This design comes from an exercise in tuning for small area, a short achievable clock period and few clock cycles per item on the open sky130 flow, not from production work.
At most, simulation tests tie the RTL to the original design; equivalence was not proved.
Function not checked in run 2: the RTL went through the layout flow alone.

==> flow/design.v, too long to show whole: its modules and the start of the top module <==
// module ordered_sequence_hash_64_top: 629 lines
// module osh64_fa: 4 lines
// module osh64_x3: 3 lines
// module osh64_ha: 4 lines
// module osh64_add62: 419 lines
// module osh64_add64: 441 lines
// module osh64_pn: 4 lines
// module osh64_png: 3 lines
// module osh64_np: 4 lines
// module osh64_npg: 3 lines
module ordered_sequence_hash_64_top (
  input  logic                             clk,
  input  logic                             rst_n,
  input  logic                             in_valid,
  output logic                             in_stall,
  input  logic                             in_cmd,
  input  logic [osh64_pkg::LEN_W-1:0]      in_seq_length,
  input  logic [osh64_pkg::HASH_W-1:0]     in_element_bits,
  output logic                             out_valid,
  input  logic                             out_stall,
  output logic [osh64_pkg::HASH_W-1:0]     out_hash
);
  // ...
==> flow/flow/run.sh <==
#!/bin/bash
# Own flow: the standard layout (standard synthesis and every ORFS step unchanged) with two
# settings outside config.mk's list:
#  - port buffers are sky130_fd_sc_hd__buf_2 instead of the default choice (every input and
#    output port still gets its own buffer);
set -euo pipefail
MARGIN=$(cat flow/margin.txt)
bash standard.sh "BUFFER_PORTS_ARGS=-buffer_cell sky130_fd_sc_hd__buf_2" \
  SETUP_SLACK_MARGIN="$MARGIN" finish > standard.log 2>&1
==> flow/flow/margin.txt <==
5.2
==> flow/standard.sh <==
#!/bin/bash
# synth_recipe.tcl (not shown) runs the flow's synth.tcl, then flattens the netlist and writes it again
# the make line also repeats each setting of config.mk as NAME=value (left out here)
make -C /OpenROAD-flow-scripts/flow DESIGN_CONFIG=/design/flow/config.mk WORK_HOME=/design/flow/orfs CLKGATE_MAP_FILE= SYNTH_SCRIPT=/design/flow/synth_recipe.tcl "${@:-finish}"
==> flow/config.mk <==
export PLATFORM = sky130hd
export DESIGN_NAME = ordered_sequence_hash_64_top
export DESIGN_NICKNAME = ordered_sequence_hash_64_top
export VERILOG_FILES = /design/flow/design.v
export SDC_FILE = /design/flow/constraint.sdc
export NUM_CORES = 4
export LEC_CHECK = 0
export CAP_MARGIN = 20
export CORE_MARGIN = 2
export CORE_UTILIZATION = 60
export SLEW_MARGIN = 20
export SYNTH_HIERARCHICAL = 1
==> flow/constraint.sdc <==
create_clock -name core_clock -period 9.5 [get_ports {clk}]
set_input_delay 1.9000 -clock core_clock [delete_from_list [all_inputs] [get_ports {clk}]]
set_output_delay 1.9000 -clock core_clock [all_outputs]
set_load 0.01 [all_outputs]
==> impl_results.md, run 1 <==
- DRC errors left: 0
- Min-delay src: s0_cmd$_DFFE_PP_
- Synth Area in XOR/XNOR: 0.1433
- Post-CTS setup buffer count: 25
- # Taps: 664
- Multi-input comb cells: 1,907
- First-pass GRT wire length: 130,200 um
- #FFs+latches synth: 311
- Final WL: 87,210 um
- FP Rows: 81
- Non-Filler Instances: 3,531
- Max-cap violations: 0
- Capture point of the worst reg-to-reg path: out_hash_r[36]$_SDFFE_PN0P_
- Yosys top cell by area: fa_1
- Startpoint types: input pin
- DR WL/cell: 24.70 um
- Worst reg2reg startpoint: s1_p[45]$_DFFE_PP_
- Vias: 20,370
- Post-synth ARST share: 0
- Clock-cell share of area: 0.03848
- Num CTS Buffers: 38
- Hold endpoint: s1_cmd$_DFFE_PP_
- Max_slew headroom: 0.2623
- Seq Cell Count: 311
- Status: complete, no violations
- CTS tree: built
- GPL Wtd Cong: 1.001
Testbench counts, summed over its fixed seeds: cycles 12,024, items 12,000.
==> run 2, diff against run 1 <==
--- a/flow/design.v
+++ b/flow/design.v
@@ -25,45 +25,60 @@
   input  logic [osh64_pkg::HASH_W-1:0]     in_element_bits,
   output logic                             out_valid,
   input  logic                             out_stall,
   output logic [osh64_pkg::HASH_W-1:0]     out_hash
 );
   localparam int unsigned HW = osh64_pkg::HASH_W;
   localparam int unsigned LW = osh64_pkg::HALF_W;
   localparam int unsigned PW = 124;   
-  logic          s0_v, s1_v, hv;
-  logic          s0_cmd, s1_cmd;
-  logic [HW-1:0] s0_src, s0_msrc;
+  logic          sk_v, s0_v, s1_v, out_v;
+  logic          sk_cmd, s0_cmd, s1_cmd;
+  logic [HW-1:0] sk_src, s0_src, s0_msrc;
   logic [PW-1:0] s1_p;
   logic [HW-1:0] out_hash_r;
-  logic hash_free, s1_adv, s0_adv, s0_ready, in_take;
-  assign hash_free = !(hv && out_stall);
-  assign s1_adv    = s1_v && hash_free;
-  assign s0_adv    = s0_v && (!s1_v || s1_adv);
-  assign s0_ready  = !s0_v || s0_adv;
-  assign in_stall  = s0_v && s1_v && hv && out_stall;
-  assign in_take   = in_valid && !in_stall;
+  logic out_free, s1_adv, s0_adv, s0_ready, in_take;
+  assign out_free = !out_v || !out_stall;
+  assign s1_adv   = s1_v && out_free;
+  assign s0_adv   = s0_v && (!s1_v || s1_adv);
+  assign s0_ready = !s0_v || s0_adv;
+  assign in_stall = sk_v;
+  assign in_take  = in_valid && !sk_v;
   logic [HW-1:0] in_src;
   assign in_src = (in_cmd == osh64_pkg::CMD_START) ?
                   {{(HW-osh64_pkg::LEN_W){1'b0}}, in_seq_length} : in_element_bits;
   always_ff @(posedge clk) begin
     if (!rst_n) begin
+      sk_v <= 1'b0;
+    end else if (s0_ready) begin
+      sk_v <= 1'b0;
+    end else if (in_take) begin
+      sk_v <= 1'b1;
+    end
+  end
+  always_ff @(posedge clk) begin
+    if (in_take && !s0_ready) begin
+      sk_cmd <= in_cmd;
+      sk_src <= in_src;
+    end
+  end
+  always_ff @(posedge clk) begin
+    if (!rst_n) begin
       s0_v <= 1'b0;
     end else if (s0_ready) begin
-      s0_v <= in_take;
+      s0_v <= sk_v || in_take;
     end
   end
   logic [HW-1:0] nxt_src, nxt_msrc;
-  assign nxt_src = in_src;
+  assign nxt_src = sk_v ? sk_src : in_src;
   assign nxt_msrc[1:0] = nxt_src[1:0];
   osh64_add62 u_madd (.a(nxt_src[HW-1:2]), .b(nxt_src[HW-1-2:0]), .s(nxt_msrc[HW-1:2]));
   always_ff @(posedge clk) begin
-    if (in_take) begin
-      s0_cmd  <= in_cmd;
+    if (s0_ready) begin
+      s0_cmd  <= sk_v ? sk_cmd : in_cmd;
       s0_src  <= nxt_src;
       s0_msrc <= nxt_msrc;
     end
   end
   logic [HW-1:0] src, nsrc, msrc, nmsrc;
   assign src   = s0_src;
   assign nsrc  = ~s0_src;
   assign msrc  = s0_msrc;
@@ -627,26 +642,28 @@
     t1     = t1 ^ (t1 << osh64_pkg::JOIN_SH_A);
     t2     = t1 ^ (t1 >> osh64_pkg::JOIN_SH_B);
     top    = t2[LW-1:0] ^ acc_hi ^ (acc_hi >> osh64_pkg::JOIN_SH_C);
     joined = {top, acc_hi} ^ {out_hash_r[LW-1:0], x3[HW-1:LW]};
     hash_nxt = (s1_cmd == osh64_pkg::CMD_START) ? x3 : joined;
   end
   always_ff @(posedge clk) begin
     if (!rst_n) begin
-      hv         <= 1'b0;
+      out_v      <= 1'b0;
       out_hash_r <= '0;
     end else begin
-      hv <= s1_adv || (hv && !hash_free);
+      if (out_free) begin
+        out_v <= s1_adv;
+      end
       if (s1_adv) begin
         out_hash_r <= hash_nxt;
       end
     end
   end
-  assign out_valid = hv;
+  assign out_valid = out_v;
   assign out_hash  = out_hash_r;
 endmodule
 module osh64_fa (input logic a, b, c, output logic s, co);
   assign s  = a ^ b ^ c;
   assign co = (a & b) | (a & c) | (b & c);
 endmodule
 module osh64_x3 (input logic a, b, c, output logic s);
   assign s = a ^ b ^ c;
==> flow/flow/margin.txt (replaced) <==
5.5
==> flow/config.mk (replaced) <==
export PLATFORM = sky130hd
export DESIGN_NAME = ordered_sequence_hash_64_top
export DESIGN_NICKNAME = ordered_sequence_hash_64_top
export VERILOG_FILES = /design/flow/design.v
export SDC_FILE = /design/flow/constraint.sdc
export NUM_CORES = 4
export LEC_CHECK = 0
export CAP_MARGIN = 20
export CORE_MARGIN = 2
export CORE_UTILIZATION = 40
export SLEW_MARGIN = 20
export SYNTH_HIERARCHICAL = 1
==> run 2 against run 1 <==
Maximum frequency rose by 6.0%; register-to-register slack improved by 0.26 ns; clock-buffer cell count rose by 11; worst setup slack improved by 0.24 ns; worst hold slack improved by 0.027 ns; critical endpoint is now s0_msrc[63]$_DFFE_PP_.
==> impl_results.md, run 2 <==
- Share of cells above drive strength 1: 0.3414 (was 0.2633)
- Max reg flops: 124 (unchanged)
- Final Hold Fails: 0 (unchanged)
- Period utilization: 0.4284 (was 0.4539)
- Number of synthesized flops with an enable pin: 309 (was 244)
- Largest Register: s1_p (unchanged)
- Final slew viol count: 0 (unchanged)
- Status: complete, no violations (unchanged)
- DP HPWL: 73,550 um (was 67,720 um)
- Die Area: 83,490 um2 (was 51,330 um2)
- Cell count after synthesis: 2,726 (was 2,587)
- Grt ovf: 0 (unchanged)
- Ports: 167 (unchanged)
- Initial core utilization: 0.4038 (was 0.6071)
- Hold Slack: 0.4329 ns (was 0.4054 ns)
- Clock Latency Late Sink: 0.62 ns (was 0.56 ns)
- Unrepaired setup endpoints after global routing: true (unchanged)
- CP Cell Sequence: buf_16 > bufbuf_16 > and2_1 > mux2_2 > ha_1 > nand2_1 > nor2_4 > nand2_1 > nor2_2 > nand2_1 > o21ai_4 > xor3_1 (was buf_6 > and3_4 > and2_4 > buf_6)
- Ys flop type: edfxtp_1 (unchanged)
- Core region area: 80,420 um2 (was 48,950 um2)
- Worst Path Arrival: 4.43 ns (was 2.41 ns)
- First-pass GRT wire length: 145,500 um (was 130,200 um)
- H-tree Lvls: 2 (unchanged)
- Peak Freq: 0.2457 GHz (was 0.2319 GHz)
- Max_slew headroom: 0.3234 (was 0.2623)
- Die Ht: 288.9 um (was 226.6 um)
- Initial drt markers: 1,496 (was 1,660)
- CP max-delay cell: ha_1 (was and3_4)
- Register area share after synthesis: 0.3276 (was 0.2917)
- Yosys top cell by area: edfxtp_1 (was fa_1)
- Vias: 21,670 (was 20,370)
- CTS tree: built (unchanged)
- Kind of critical path: in2reg (was in2out)
- Non-Filler Instances: 4,169 (was 3,531)
- GPL Wtd Cong: 0.9934 (was 1.001)
- Most frequent cells in the layout: fa_1 (372), inv_1 (323), edfxtp_1 (309) (was fa_1 (375), inv_1 (334), edfxtp_1 (244))
- # setup viols final: 0 (unchanged)
- Tightest Pin Transition: 1.015 ns (was 1.107 ns)
- Initial antenna violation count: 1 (was 0)
- GRT Util Overall: 0.2359 (was 0.3509)
- Area share of the largest cell type after synthesis: 0.2857 (was 0.2526)
- CTS Buffer Depth: 3 (unchanged)
- Num CTS Buffers: 47 (was 38)
- CP Capture Type: register (was output port)
- Fin Clk Skew: 0.04898 ns (was 0.02287 ns)
- FP Rows: 104 (was 81)
- Vias in the first global route: 23,070 (was 20,910)
- Die W: 288.9 um (was 226.6 um)
- Area contributors post-synth: edfxtp_1 (29%), fa_1 (23%), xnor2_1 (7.0%), ha_1 (6.9%), a21oi_2 (6.0%) (was fa_1 (25%), edfxtp_1 (25%), xnor2_1 (7.6%), ha_1 (7.5%), a21oi_2 (6.6%))
- DR WL/cell: 23.48 um (was 24.70 um)
- Post-route ant nets: 0 (unchanged)
- Mapped Area: 32,480 um2 (was 29,720 um2)
- Root buffer cell: clkbuf_16 (unchanged)
- Max-cap violations: 0 (unchanged)
- Most common cell after layout, fill and taps aside: fa_1 (unchanged)
- Max incr delay on CP: 0.40 ns (was 0.17 ns)
- Post-synth ARST share: 0 (unchanged)
- Largest delay contributor family on the critical path: simple AND/OR/NAND/NOR gates (unchanged)
- Largest net degree at the start of global routing: 84 (was 126)
- Post-synth top cells: fa_1 (375), inv_1 (335), edfxtp_1 (309) (was fa_1 (375), inv_1 (336), xnor2_1 (258))
- Fin nets: 3,726 (was 3,496)
- Placed cells: 3,929 (was 3,396)
- Crit-path max FO: 16 (was 3)
- Distinct cells, synth: 44 (unchanged)
- Final WL: 97,890 um (was 87,210 um)
- Req. time, crit path: 9.87 ns (was 7.60 ns)
- Worst hold path class: reg2reg (unchanged)
- TNS Setup: 0 ns (unchanged)
- #FFs+latches synth: 377 (was 311)
- Startpoint types: input pin (unchanged)
- CTS sink count: 377 (was 311)
- Clock slew at reported path FFs: 0.06 ns (about the same)
- Syn Area/Cell: 11.91 um2 (was 11.49 um2)
- TritonRoute pass-1 iters: 5 (unchanged)
- Area grow syn2layout: 23.80% (was 16.53%)
- DR vias/cell: 5.197 (was 5.767)
- Count leader, synth: fa_1 (unchanged)
- Critical path buffers and inverters: 2 (unchanged)
- Synth Warn #: 7 (unchanged)
- Min cycle time layout: 4.070 ns (was 4.312 ns)
- DRC errors left: 0 (unchanged)
- Buffers on Ports: 166 (unchanged)
- Crit path top cell by count: nand2_1 (was buf_6)
- Final core occ: 0.5000 (was 0.7075)
-- run 2: logic make-up after synthesis --
| kind of cell | count (synthesis) | share of synthesized area |
|---|---|---|
| AND/OR/NAND/NOR | 368 | 0.04704 |
| flip-flops | 377 | 0.3276 |
| adder cells (fa/ha/maj) | 554 | 0.3001 |
| XOR/XNOR | 436 | 0.1316 |
| multiplexers | 103 | 0.03552 |
| other | 1 | 0.0001155 |
| buffers and inverters | 382 | 0.04438 |
| AO/OA/AOI/OAI | 505 | 0.1136 |
-- run 2: worst paths after layout --
check / from / to / slack [ns] / depth (start not counted)
worst max-delay path: in_cmd / s0_msrc[63]$_DFFE_PP_ / 5.43 / 12
worst min-delay path: s0_cmd$_DFFE_PP_ / s1_cmd$_DFFE_PP_ / 0.43 / 0
worst max register to register: s0_msrc[38]$_DFFE_PP_ / s1_p[114]$_DFFE_PP_ / 5.56 / 6
worst min register to register: s0_cmd$_DFFE_PP_ / s1_cmd$_DFFE_PP_ / 0.43 / 0
-- run 2: per-stage QoR --
step,cell area [um2],worst slack [ns]
finish,40210,5.430
global route,40200,5.395
CTS,38800,5.350
detailed placement,35190,3.680
global placement,35190,3.774
floorplan,33100,4.701
-- run 2: area by class of cell --
class / count / area, um2
inverters: 335 / 1282
clock inverters: 24 / 310.3
repair buffers: 338 / 2516
flip-flops and latches: 377 / 10640
multi-input cells: 1972 / 22820
well taps: 1060 / 1326
diodes: 1 / 2.502
clock buffers: 62 / 1305
fillers: 6978 / 40210
-- run 2: Yosys stat by module (local to each module, per instance) --
| module | times used | flops+latches | area, um2 | cells inside |
|---|---|---|---|---|
| ordered_sequence_hash_64_top | 1 | 377 | 17350 | 1328 |
| osh64_add62 | 1 | 0 | 1556 | 186 |
| osh64_add64 | 1 | 0 | 1614 | 194 |
| osh64_fa | 375 | 0 | 20.02 | 1 |
| osh64_ha | 27 | 0 | 12.51 | 1 |
| osh64_np | 60 | 0 | 12.51 | 2 |
| osh64_npg | 78 | 0 | 5.005 | 1 |
| osh64_pn | 180 | 0 | 12.51 | 2 |
| osh64_png | 44 | 0 | 8.758 | 1 |
| osh64_x3 | 14 | 0 | 23.77 | 1 |
-- run 2: metal layers --
metal | part of all wire | track usage | vias up
met1 | 0.40 | 0.3011 | 10850
li1 | - | - | 9738
met5 | 0 | 0 | -
met4 | 0.058 | 0.1117 | 0
met2 | 0.47 | 0.3886 | 824
met3 | 0.065 | 0.04362 | 253
-- run 2: what timing repair did --
action                                  CTS  global route
cloned                                    8             1
endpoints found under the setup margin  126           168
hold buffers                              0             0
resized for setup                       192           142
pin swaps                                59            59
setup buffers                            81            63

## what the ideal ports hide
The flow's constraints put no driver on any port. The routed layouts listed below were extracted and timed again, unchanged, in two steps. Step 1 (the two cells are an assumption about what drives the block):
set clk [get_ports {clk}]
set_driving_cell -lib_cell sky130_fd_sc_hd__clkbuf_16 $clk
set_driving_cell -lib_cell sky130_fd_sc_hd__buf_2 [delete_from_list [all_inputs] $clk]
Step 2 moves the port delays by t, midway between the first and last clock arrival at a register: inputs arrive t later, outputs are due t later. That takes back most of the time a late clock gives input paths. Slacks: no drivers / after step 1 / after step 2; pairs: no drivers / after step 1.
| run | t, ns | setup slack, ns | worst slew at a driven data input, ns |
|---|---|---|---|
| run 1 | 0.605 | 5.188 / 5.150 / 4.709 | 0.05 |
| run 2 | 0.668 | 5.430 / 5.431 / 4.763 | 0.08 |
After both steps setup and hold are still met in every run listed. The setup slack of run 2, which loses most, moves by +0.001 ns with the drivers and by -0.667 ns with both steps.
